Context: an optimization exercise on an open-source flow, tuned for small area. The choices shown serve that exercise and are no tape-out recipe. At most, simulation tests tie the RTL to the original design; equivalence was not proved. The clock port is modelled as an ideal driver, which makes a skipped or thinned clock tree look cheaper than it is; a real chip needs a root buffer or a tree. Power is estimated from default activity; no workload was simulated.

## v33
// calc_top
module calc_top #(
    parameter int DATA_W = calc_cfg_pkg::DATA_W,
    parameter int REG_DEPTH = calc_cfg_pkg::REG_DEPTH,
    localparam int ADDR_W = $clog2(REG_DEPTH)
) (
    input  logic                           clk_i,
    input  logic                           reset_i,
    input  logic [calc_cfg_pkg::KEY_W-1:0] key_i,
    input  logic                           key_valid_i,
    output logic [calc_cfg_pkg::LED_W-1:0] led_o,
    output logic                           disp_we_o,
    output logic [DATA_W-1:0]              disp_data_o
);
For scale: about 60 flip-flops, roughly 32 I/O pins, about 2900 um^2 of cells after synthesis.
Settings: LEC_CHECK=0, CAP_MARGIN=20, CORE_MARGIN=2, CORE_UTILIZATION=40, SLEW_MARGIN=20; clock period 10.0 ns.
run.sh (not shown) runs the stock make flow with config.mk's settings and CLKGATE_MAP_FILE= SYNTH_SCRIPT=/design/flow/synth_recipe.tcl, a recipe that flattens the netlist after the stock synthesis.
v33 closes out successfully: all stages finished, all timing, DRC and antenna checks passed.
### v33 -> v14
==> flow/flow/run.sh (new file) <==
#!/bin/bash
# Standard synthesis, then the standard layout steps with two changes:
# the port buffers are the smallest buffer cell, and clock tree synthesis
# uses small clock buffers and adds no dummy loads.
set -uo pipefail
bash standard.sh synth > synth.log 2>&1 || exit 1
export BUFFER_PORTS_ARGS="-buffer_cell sky130_fd_sc_hd__buf_1"
export CTS_ARGS="-sink_clustering_enable -repair_clock_nets -dont_use_dummy_load -buf_list {sky130_fd_sc_hd__clkbuf_4 sky130_fd_sc_hd__clkbuf_8}"
bash standard.sh finish > layout.log 2>&1
==> flow/standard.sh (new file) <==
#!/bin/bash
# synth_recipe.tcl (not shown) runs the flow's synth.tcl, then flattens the netlist and writes it again
# the make line also repeats each setting of config.mk as NAME=value (left out here)
make -C /OpenROAD-flow-scripts/flow DESIGN_CONFIG=/design/flow/config.mk WORK_HOME=/design/flow/orfs CLKGATE_MAP_FILE= SYNTH_SCRIPT=/design/flow/synth_recipe.tcl "${@:-finish}"
removed: flow/run.sh
--- outcome ---
- Fraction of the cycle the final worst path needs (lower): v14
- On routed wire length, v33 and v14 are basically level.
- ~same sequential power in v33 and v14
Input changes introduced in v53 (baseline for comparison: v14):
diff --git a/flow/flow/run.sh b/flow/flow/run.sh
--- a/flow/flow/run.sh
+++ b/flow/flow/run.sh
@@ -8 +8 @@
-export CTS_ARGS="-sink_clustering_enable -repair_clock_nets -dont_use_dummy_load -buf_list {sky130_fd_sc_hd__clkbuf_4 sky130_fd_sc_hd__clkbuf_8}"
+export CTS_ARGS="-sink_clustering_enable -repair_clock_nets -dont_use_dummy_load -buf_list sky130_fd_sc_hd__clkbuf_4 -root_buf sky130_fd_sc_hd__clkbuf_4 -sink_clustering_size 20 -sink_clustering_max_diameter 100"
diff --git a/flow/config.mk b/flow/config.mk
--- a/flow/config.mk
+++ b/flow/config.mk
@@ -10 +10,2 @@
-export CORE_UTILIZATION = 40
+export CORE_UTILIZATION = 65
+export PLACE_DENSITY = 0.8
[summary]
- v14 and v53 ended up with roughly the same worst hold-check slack.
- Per the comparison of v53 with v14, worst path setup slack after routing down 0.035 ns, total routing usage reported by global routing +7.4 points.
- v53 contains more vias than v14.
- Fmax | v53 vs v14 | v53 slower
- Compared with v14, v53 shows a cell-internal power that is 6.9% lower.
- Between v14 and v53, combinational cell fraction of total power increased.
- [compare] base=v14 new=v53: full die area decreased 2900 um^2; critical path data arrival time up 0.04 ns; final cell count went down by about 13%.
No functional check of the RTL was part of any run of this note.

* * *

Another version of the RTL of calc_top (not shown whole).
For scale: ~32 I/O pins, ~2700 µm² of cells after synthesis.
Settings: LEC_CHECK=0, ABC_AREA=1, CAP_MARGIN=20, CORE_MARGIN=2, CORE_UTILIZATION=65, PLACE_DENSITY=0.8, SLEW_MARGIN=20; clock period 10.0 ns.
standard.sh (not shown) runs the stock make flow with config.mk's settings and CLKGATE_MAP_FILE= SYNTH_SCRIPT=/design/flow/synth_recipe.tcl, a recipe that flattens the netlist after the stock synthesis.
==> flow/flow/run.sh <==
#!/bin/bash
# Standard synthesis, then the standard layout steps with these changes:
#  - after floorplan, abc's buffers are removed, the logic is remapped for area
#    (restructure) and each logic cell is set to
#    the smallest drive of its family (placement repair upsizes where needed);
#  - the port buffers are the smallest buffer cell;
#  - the clock tree is three clkbuf_8, each driving a third of the registers
#    (balanced k-means clusters), fed from the clock port (flow/clock_tree.tcl).
set -uo pipefail
HERE=$(pwd)
bash standard.sh synth > synth.log 2>&1 || exit 1
export REMOVE_ABC_BUFFERS=1
export POST_FLOORPLAN_TCL=$HERE/flow/post_floorplan.tcl
export BUFFER_PORTS_ARGS="-buffer_cell sky130_fd_sc_hd__buf_1"
export PRE_CTS_TCL=$HERE/flow/clock_tree.tcl
export CTS_ARGS="-sink_clustering_enable -repair_clock_nets -dont_use_dummy_load -buf_list sky130_fd_sc_hd__clkbuf_4 -root_buf sky130_fd_sc_hd__clkbuf_4 -sink_clustering_size 20 -sink_clustering_max_diameter 100"
bash standard.sh finish > layout.log 2>&1
==> flow/flow/clock_tree.tcl <==
# Clock tree of K leaf buffers, each driving one k-means cluster of the
# registers, all fed straight from the clock port.
proc my_clock_tree {K master_name} {
  set db [ord::get_db]
  set block [ord::get_db_block]
  set master [$db findMaster $master_name]
  set clk [$block findNet clk_i]
  set sinks {}
  foreach it [$clk getITerms] {
    set inst [$it getInst]
    set xy [$inst getLocation]
    lappend sinks [list $it [expr {[lindex $xy 0] + [[$inst getMaster] getWidth]/2}] [expr {[lindex $xy 1] + [[$inst getMaster] getHeight]/2}]]
  }
  set n [llength $sinks]
  # k-means, seeded with sinks spread through the list sorted by x+y
  set sorted [lsort -real -index 1 $sinks]
  set cents {}
  for {set k 0} {$k < $K} {incr k} {
    set s [lindex $sorted [expr {int(($k + 0.5) * $n / $K)}]]
    lappend cents [list [lindex $s 1] [lindex $s 2]]
  }
  for {set iter 0} {$iter < 50} {incr iter} {
    # balanced assignment: closest (sink, centre) pairs first, at most cap per centre
    set cap [expr {int(ceil(double($n) / $K))}]
    set pairs {}
    set i 0
    foreach s $sinks {
      for {set k 0} {$k < $K} {incr k} {
        set c [lindex $cents $k]
        lappend pairs [list [expr {abs([lindex $s 1]-[lindex $c 0]) + abs([lindex $s 2]-[lindex $c 1])}] $i $k]
      }
      incr i
    }
    set assign [lrepeat $n -1]
    set cnt [lrepeat $K 0]
    foreach p [lsort -real -index 0 $pairs] {
      lassign $p d i k
      if {[lindex $assign $i] >= 0 || [lindex $cnt $k] >= $cap} { continue }
      lset assign $i $k
      lset cnt $k [expr {[lindex $cnt $k] + 1}]
    }
    set newc {}
    for {set k 0} {$k < $K} {incr k} {
      set sx 0; set sy 0; set m 0
      foreach s $sinks a $assign {
        if {$a == $k} { set sx [expr {$sx + [lindex $s 1]}]; set sy [expr {$sy + [lindex $s 2]}]; incr m }
      }
      if {$m > 0} { lappend newc [list [expr {$sx / $m}] [expr {$sy / $m}]] } else { lappend newc [lindex $cents $k] }
    }
    set cents $newc
  }
  for {set k 0} {$k < $K} {incr k} {
    set net [odb::dbNet_create $block "clknet_leaf_$k"]
    $net setSigType CLOCK
    set buf [odb::dbInst_create $block $master "clkbuf_leaf_$k"]
    [$buf findITerm A] connect $clk
    [$buf findITerm X] connect $net
    set c [lindex $cents $k]
    $buf setLocation [expr {int([lindex $c 0])}] [expr {int([lindex $c 1])}]
    $buf setPlacementStatus PLACED
    set m 0
    foreach s $sinks a $assign {
      if {$a == $k} { set it [lindex $s 0]; $it disconnect; $it connect $net; incr m }
    }
    puts "my_clock_tree: clkbuf_leaf_$k drives $m registers"
  }
}

# Used as PRE_CTS_TCL: ORFS's cts.tcl then calls this in place of TritonCTS,
# and goes on with its own placement legalisation and timing repair.
rename clock_tree_synthesis tritoncts_clock_tree_synthesis
proc clock_tree_synthesis {args} {
  my_clock_tree 3 sky130_fd_sc_hd__clkbuf_8
  set_propagated_clock [all_clocks]
}
Other scripts of this flow, unchanged in this note and not shown: flow/flow/downsize.tcl, flow/flow/post_floorplan.tcl
Next try:
--- a/flow/flow/run.sh
+++ b/flow/flow/run.sh
@@ -5,5 +5,5 @@
 #    the smallest drive of its family (placement repair upsizes where needed);
 #  - the port buffers are the smallest buffer cell;
-#  - the clock tree is three clkbuf_8, each driving a third of the registers
+#  - the clock tree is four clkbuf_8, each driving a quarter of the registers
 #    (balanced k-means clusters), fed from the clock port (flow/clock_tree.tcl).
 set -uo pipefail
--- a/flow/flow/clock_tree.tcl
+++ b/flow/flow/clock_tree.tcl
@@ -71,5 +71,5 @@
 rename clock_tree_synthesis tritoncts_clock_tree_synthesis
 proc clock_tree_synthesis {args} {
-  my_clock_tree 3 sky130_fd_sc_hd__clkbuf_8
+  my_clock_tree 4 sky130_fd_sc_hd__clkbuf_8
   set_propagated_clock [all_clocks]
 }
The new run finished with timing, DRC and antenna clean.
Setup slack is better by 0.029 ns.
Global-route usage rose by 0.39 points.
Clock skew hardly moves.
Final cell count rose by 0.40%.
Total power rose by 1.6%.
In every run of this note, the design's own scripts or RTL, not TritonCTS, make the clock network.

* * *

Starting RTL as in the previous note.
Design calc_top, start of the top module:
module calc_top(clk_i, reset_i, key_i, key_valid_i, led_o, disp_we_o, disp_data_o);
Settings: LEC_CHECK=0, ABC_AREA=1, CAP_MARGIN=20, CORE_MARGIN=2, CORE_UTILIZATION=65, PLACE_DENSITY=0.8, SLEW_MARGIN=20; clock period 10.0 ns.
==> flow/flow/run.sh <==
#!/bin/bash
# Standard synthesis, then the standard layout steps with these changes:
#  - after floorplan, abc's buffers are removed, the logic is remapped for area
#    (restructure) and each logic cell is set to
#    the smallest drive of its family (placement repair upsizes where needed);
#  - the port buffers are the smallest buffer cell;
#  - clock tree synthesis uses small clock buffers and adds no dummy loads.
set -uo pipefail
HERE=$(pwd)
bash standard.sh synth > synth.log 2>&1 || exit 1
export REMOVE_ABC_BUFFERS=1
export POST_FLOORPLAN_TCL=$HERE/flow/post_floorplan.tcl
export BUFFER_PORTS_ARGS="-buffer_cell sky130_fd_sc_hd__buf_1"
export CTS_ARGS="-sink_clustering_enable -repair_clock_nets -dont_use_dummy_load -buf_list sky130_fd_sc_hd__clkbuf_4 -root_buf sky130_fd_sc_hd__clkbuf_4 -sink_clustering_size 20 -sink_clustering_max_diameter 100"
bash standard.sh finish > layout.log 2>&1
==> flow/flow/post_floorplan.tcl <==
# After floorplan: remap the logic between registers and ports for area
# (OpenROAD's restructure, which runs abc), then set each logic cell to the
# smallest drive of its family; placement repair upsizes where needed.
set lib [lindex [glob $::env(PLATFORM_DIR)/lib/sky130_fd_sc_hd__tt_025C_1v80.lib] 0]
file mkdir $::env(OBJECTS_DIR)/restructure
restructure -target area -liberty_file $lib \
  -tielo_port sky130_fd_sc_hd__conb_1/LO -tiehi_port sky130_fd_sc_hd__conb_1/HI \
  -work_dir $::env(OBJECTS_DIR)/restructure
source [file join [file dirname [info script]] downsize.tcl]
Other scripts of this flow, unchanged in this note and not shown: flow/flow/downsize.tcl
Edit:
==> flow/flow/run.sh (replaced) <==
#!/bin/bash
# Standard synthesis, then the standard layout steps with these changes:
#  - after floorplan, abc's buffers are removed and each logic cell is set to
#    the smallest drive of its family (placement repair upsizes where needed);
#  - the port buffers are the smallest buffer cell;
#  - clock tree synthesis uses small clock buffers and adds no dummy loads.
set -uo pipefail
HERE=$(pwd)
bash standard.sh synth > synth.log 2>&1 || exit 1
export REMOVE_ABC_BUFFERS=1
export POST_FLOORPLAN_TCL=$HERE/flow/downsize.tcl
export BUFFER_PORTS_ARGS="-buffer_cell sky130_fd_sc_hd__buf_1"
export CTS_ARGS="-sink_clustering_enable -repair_clock_nets -dont_use_dummy_load -buf_list sky130_fd_sc_hd__clkbuf_4 -root_buf sky130_fd_sc_hd__clkbuf_4 -sink_clustering_size 20 -sink_clustering_max_diameter 100"
bash standard.sh finish > layout.log 2>&1
removed: flow/flow/post_floorplan.tcl
Result:
- The changed run finished clean
- power shrinks by 4.2%
- design area goes up by about 4.5%
- clock-buffer cell count does not change
- die area stays the same
- setup slack improves by 660 ps
- wire length drops by 7.9%
- non-clock buffer count stays the same
- global-route usage shrinks by 1.4 points
- via count grows by about 8%

* * *

job 101:
The RTL this note starts from:
==> flow/design.v <==
`timescale 1ns/1ns
package calc_cfg_pkg;
    localparam int DATA_W = 8;
    localparam int REG_DEPTH = 32;
    localparam int ADDR_W = $clog2(REG_DEPTH);
    localparam int SLOT_FIRST = 1;
    localparam int SLOT_LAST_BASE = 28;
    localparam int KEY_W = 4;
    localparam int LED_W = 16;
endpackage
`timescale 1ns/1ns
package calc_ctrl_pkg;
    typedef enum logic [4:0] {
        wait_a    = 5'd0,
        check_a   = 5'd1,
        error_a   = 5'd2,
        store_a   = 5'd3,
        read_a    = 5'd4,
        show_a    = 5'd5,
        wait_op   = 5'd6,
        check_op  = 5'd7,
        error_op  = 5'd8,
        hold_op   = 5'd9,
        wait_b    = 5'd10,
        check_b   = 5'd11,
        error_b   = 5'd12,
        store_b   = 5'd13,
        read_b    = 5'd14,
        show_b    = 5'd15,
        wait_ent  = 5'd16,
        check_ent = 5'd17,
        error_ent = 5'd18,
        load      = 5'd19,
        compute   = 5'd20,
        store_res = 5'd21,
        read_res  = 5'd22,
        show_res  = 5'd23,
        next      = 5'd24
    } calc_step_e;
    localparam logic [3:0] key_max_digit = 4'd9;
    localparam logic [3:0] key_enter = 4'd15;
    typedef enum logic [3:0] {
        op_add = 4'd10,
        op_sub = 4'd11,
        op_and = 4'd12,
        op_or  = 4'd13,
        op_xor = 4'd14
    } alu_op_e;
endpackage
`timescale 1ns/1ns
`timescale 1ns/1ns
`timescale 1ns/1ns
`timescale 1ns/1ns
module calc_top #(
    parameter int DATA_W = calc_cfg_pkg::DATA_W,
    parameter int REG_DEPTH = calc_cfg_pkg::REG_DEPTH,
    localparam int ADDR_W = $clog2(REG_DEPTH)
) (
    input  logic                           clk_i,
    input  logic                           reset_i,
    input  logic [calc_cfg_pkg::KEY_W-1:0] key_i,
    input  logic                           key_valid_i,
    output logic [calc_cfg_pkg::LED_W-1:0] led_o,
    output logic                           disp_we_o,
    output logic [DATA_W-1:0]              disp_data_o
);
    localparam int SLOTS = 10;
    logic [4:0] s;
    logic [4:0] step_d;
    logic [3:0] key_q;
    logic [3:0] a_q;
    logic [2:0] op_q;
    logic [3:0] ring_q [SLOTS];
    logic is_next;       
    logic is_res;        
    logic sel_key;       
    logic key_step;      
    logic a_load;        
    logic op_load;       
    logic op_shown;      
    logic key_is_digit;
    logic key_is_op;
    assign key_is_digit = !key_q[3] | (!key_q[2] & !key_q[1]);
    assign key_is_op    = key_q[3] & (key_q[2] | key_q[1]) & !(key_q[2] & key_q[1] & key_q[0]);
    logic ent_q;
    always_ff @(posedge clk_i) begin
        ent_q <= &key_i;
    end
    assign is_next = s[4] & s[3];
    assign is_res = s[4] & !s[3] & s[2] & s[1];
    assign sel_key = s[4] | (!s[3] & s[2] & !s[1]) | (s[3] & s[2] & s[1]);
    assign key_step = (!s[4] & !s[2] & !s[0]) | (!s[4] & !s[3] & s[1] & !s[0]);
    assign a_load = !s[4] & !s[3] & !s[1];
    assign op_load = !s[4] & !s[3];
    assign op_shown = s[4] | (s[3] & s[1]) | (s[3] & s[0]) | (s[3] & s[2]);
    assign disp_we_o = (!s[4] & s[3] & s[2] & s[1] & s[0]) | (!s[4] & !s[3] & s[2] & !s[1] & s[0]) | (s[4] & !s[3] & s[2] & s[1] & s[0]);
    assign led_o[0] = (s[3] & !s[1] & !s[0]) | (!s[3] & !s[2] & s[1] & !s[0]) | (s[4] & s[3]);
    assign step_d[0] = (s[4] & !s[3] & s[2] & s[1]) | (!s[3] & s[2] & !s[1] & !s[0]) | (s[3] & s[1] & !s[0] & key_valid_i) | (!s[3] & !s[1] & !s[0] & key_valid_i) | (s[3] & s[2] & s[1] & !s[0]) | (s[3] & !s[2] & s[1] & s[0] & key_is_digit) | (s[4] & !s[2] & !s[1] & s[0] & ent_q) | (!s[3] & s[2] & s[1] & s[0] & key_is_op) | (!s[4] & !s[3] & !s[2] & !s[1] & s[0] & key_is_digit) | (!s[3] & s[2] & !s[0] & key_valid_i);
    assign step_d[1] = (!s[1] & s[0]) | (s[3] & !s[0]) | (s[2] & s[1] & !s[0]) | (s[4] & !s[3] & s[2] & s[1]);
    assign step_d[2] = (s[2] & s[1] & !s[0]) | (!s[2] & s[1] & s[0]) | (s[2] & !s[1] & s[0]) | (s[3] & !s[2] & !s[1] & !s[0]) | (!s[3] & s[2] & !s[0]) | (s[4] & !s[3] & s[2]);
    assign step_d[3] = (!s[3] & s[2] & s[1] & s[0]) | (s[3] & s[1] & !s[0]) | (s[3] & !s[1] & s[0]) | (s[3] & s[2] & !s[0]) | (s[3] & !s[2] & s[0]);
    assign step_d[4] = (s[4] & !s[3]) | (!s[4] & s[3] & s[2] & s[1] & s[0]);
    always_ff @(posedge clk_i, posedge reset_i) begin
        if (reset_i) begin
            s <= 5'd0;
        end else begin
            s <= step_d;
        end
    end
    always_ff @(posedge clk_i) begin
        if (key_valid_i && key_step) begin
            key_q <= key_i;
        end
        if (a_load) begin
            a_q <= key_q;
        end
        if (op_load) begin
            op_q <= key_q[2:0];
        end
    end
    always_ff @(posedge clk_i) begin
        if (is_next) begin
            for (int i = 0; i < SLOTS - 1; i++) begin
                ring_q[i] <= ring_q[i + 1];
            end
            ring_q[SLOTS-1] <= key_q;
        end
    end
    logic [3:0] fill_q;
    logic       full;
    logic [3:0] b_val;
    assign full = fill_q[3] & fill_q[1];    
    always_ff @(posedge clk_i, posedge reset_i) begin
        if (reset_i) begin
            fill_q <= '0;
        end else if (is_next && !full) begin
            fill_q <= fill_q + 4'd1;
        end
    end
    assign b_val = full ? ring_q[0] : 4'd0;
    logic       arith;
    logic       sub;
    logic [3:0] bb;
    logic [3:0] p;
    logic [3:0] g;
    logic [4:0] c;
    logic [3:0] t;
    logic [7:0] result;
    assign arith = !op_q[2];
    assign sub = arith && op_q[0];
    assign bb = key_q ^ {4{sub}};
    assign p = a_q ^ bb;
    assign g = a_q & bb;
    assign c[0] = sub;
    for (genvar i = 0; i < 4; i++) begin : g_carry
        assign c[i+1] = g[i] | (p[i] & c[i]);
        assign t[i] = arith ? c[i] : (g[i] & !op_q[1]);
    end
    assign result[3:0] = (p & {4{arith | op_q[0] | op_q[1]}}) ^ t;
    assign result[4] = arith && (c[4] ^ sub);
    assign result[7:5] = {3{sub && !c[4]}};
    assign disp_data_o[3:0] = is_res ? result[3:0] : (sel_key ? key_q : b_val);
    assign disp_data_o[7:4] = is_res ? result[7:4] : 4'd0;
    assign led_o[15:11] = s;
    assign led_o[10]    = is_next;
    assign led_o[9]     = op_shown;
    assign led_o[8:6]   = (op_q & {3{op_shown}}) | {3{is_next}};
    assign led_o[5:1]   = {5{is_next}};
endmodule
clock: 10.0 ns
lec_check: 0
abc_area: 1
cap_margin: 20
core_margin: 2
core_utilization: 65
place_density: 0.8
slew_margin: 20
==> flow/flow/run.sh <==
#!/bin/bash
# Standard synthesis, then the standard layout steps with these changes:
#  - after floorplan, abc's buffers are removed, the logic is remapped for area
#    (restructure) and each logic cell is set to
#    the smallest drive of its family (placement repair upsizes where needed);
#  - the port buffers are the smallest buffer cell;
#  - clock tree synthesis uses small clock buffers and adds no dummy loads.
set -uo pipefail
HERE=$(pwd)
bash standard.sh synth > synth.log 2>&1 || exit 1
export REMOVE_ABC_BUFFERS=1
export POST_FLOORPLAN_TCL=$HERE/flow/post_floorplan.tcl
export BUFFER_PORTS_ARGS="-buffer_cell sky130_fd_sc_hd__buf_1"
export CTS_ARGS="-sink_clustering_enable -repair_clock_nets -dont_use_dummy_load -buf_list sky130_fd_sc_hd__clkbuf_4 -root_buf sky130_fd_sc_hd__clkbuf_4 -sink_clustering_size 20 -sink_clustering_max_diameter 100"
bash standard.sh finish > layout.log 2>&1
==> flow/flow/post_floorplan.tcl <==
# After floorplan: remap the logic between registers and ports for area
# (OpenROAD's restructure, which runs abc), then set each logic cell to the
# smallest drive of its family; placement repair upsizes where needed.
set lib [lindex [glob $::env(PLATFORM_DIR)/lib/sky130_fd_sc_hd__tt_025C_1v80.lib] 0]
file mkdir $::env(OBJECTS_DIR)/restructure
restructure -target area -liberty_file $lib \
  -tielo_port sky130_fd_sc_hd__conb_1/LO -tiehi_port sky130_fd_sc_hd__conb_1/HI \
  -work_dir $::env(OBJECTS_DIR)/restructure
source [file join [file dirname [info script]] downsize.tcl]
Other scripts of this flow, unchanged in this note and not shown: flow/flow/downsize.tcl
Job 101 did not stop at any stage, and its layout met the timing, DRC and antenna checks.
Setup changes, job 101 to job 102
==> flow/flow/run.sh <==
#!/bin/bash
# Standard synthesis, then the standard layout steps with these changes:
#  - after floorplan, abc's buffers are removed and each logic cell is set to
#    the smallest drive of its family (placement repair upsizes where needed);
#  - the port buffers are the smallest buffer cell;
#  - clock tree synthesis uses small clock buffers and adds no dummy loads.
set -uo pipefail
HERE=$(pwd)
bash standard.sh synth > synth.log 2>&1 || exit 1
export REMOVE_ABC_BUFFERS=1
export POST_FLOORPLAN_TCL=$HERE/flow/downsize.tcl
export BUFFER_PORTS_ARGS="-buffer_cell sky130_fd_sc_hd__buf_1"
export CTS_ARGS="-sink_clustering_enable -repair_clock_nets -dont_use_dummy_load -buf_list sky130_fd_sc_hd__clkbuf_4 -root_buf sky130_fd_sc_hd__clkbuf_4 -sink_clustering_size 20 -sink_clustering_max_diameter 100"
bash standard.sh finish > layout.log 2>&1
removed: flow/flow/post_floorplan.tcl
Notes after the runs:
Between job 101 and job 102, global-route met2 utilization increased.
Per the comparison of job 102 with job 101, count of inverters not on the clock network in the layout now larger; final critical-path required period now smaller; ratio of final minimum period to clock period now smaller; share of total power in combinational logic now larger.
No functional check of the RTL was part of any run of this note.

[afterwards: timing with drivers on the ports]
No port has a modelled driver above. Below, the same layouts with a new extraction and two added sets of constraints. Step 1, drivers: a clkbuf_16 drives clk_i and a buf_2 each remaining input, both assumed. Step 2 moves the port delays by t, midway between the first and last clock arrival at a register: inputs arrive t later, outputs are due t later. That takes back most of the time a late clock gives input paths. Slacks: no drivers / after step 1 / after step 2; pairs: no drivers / after step 1.
run	shift t [ns]	setup WS [ns]	hold WS [ns]	worst slew at a driven data input, ns
v33	0.359	4.694 / 4.666 / 5.025	0.416 / 0.416 / 0.416	0.03
v14	0.352	5.118 / 5.092 / 5.443	0.404 / 0.404 / 0.404	0.03
v53	0.389	5.083 / 5.057 / 5.446	0.402 / 0.402 / 0.402	0.03
the first run of note 2	0.207	5.412 / 5.367 / 5.574	0.421 / 0.421 / 0.421	0.03
the second run of note 2	0.203	5.441 / 5.388 / 5.590	0.416 / 0.416 / 0.416	0.03
the first run of note 3	0.396	5.213 / 5.189 / 5.585	0.405 / 0.405 / 0.405	0.03
the second run of note 3	0.387	5.873 / 5.851 / 6.238	0.420 / 0.420 / 0.420	0.03
job 101	0.389	4.987 / 4.964 / 5.352	0.404 / 0.404 / 0.404	0.03
job 102	0.398	5.338 / 5.315 / 5.713	0.416 / 0.416 / 0.416	0.03
After both steps every run listed still meets setup and hold.
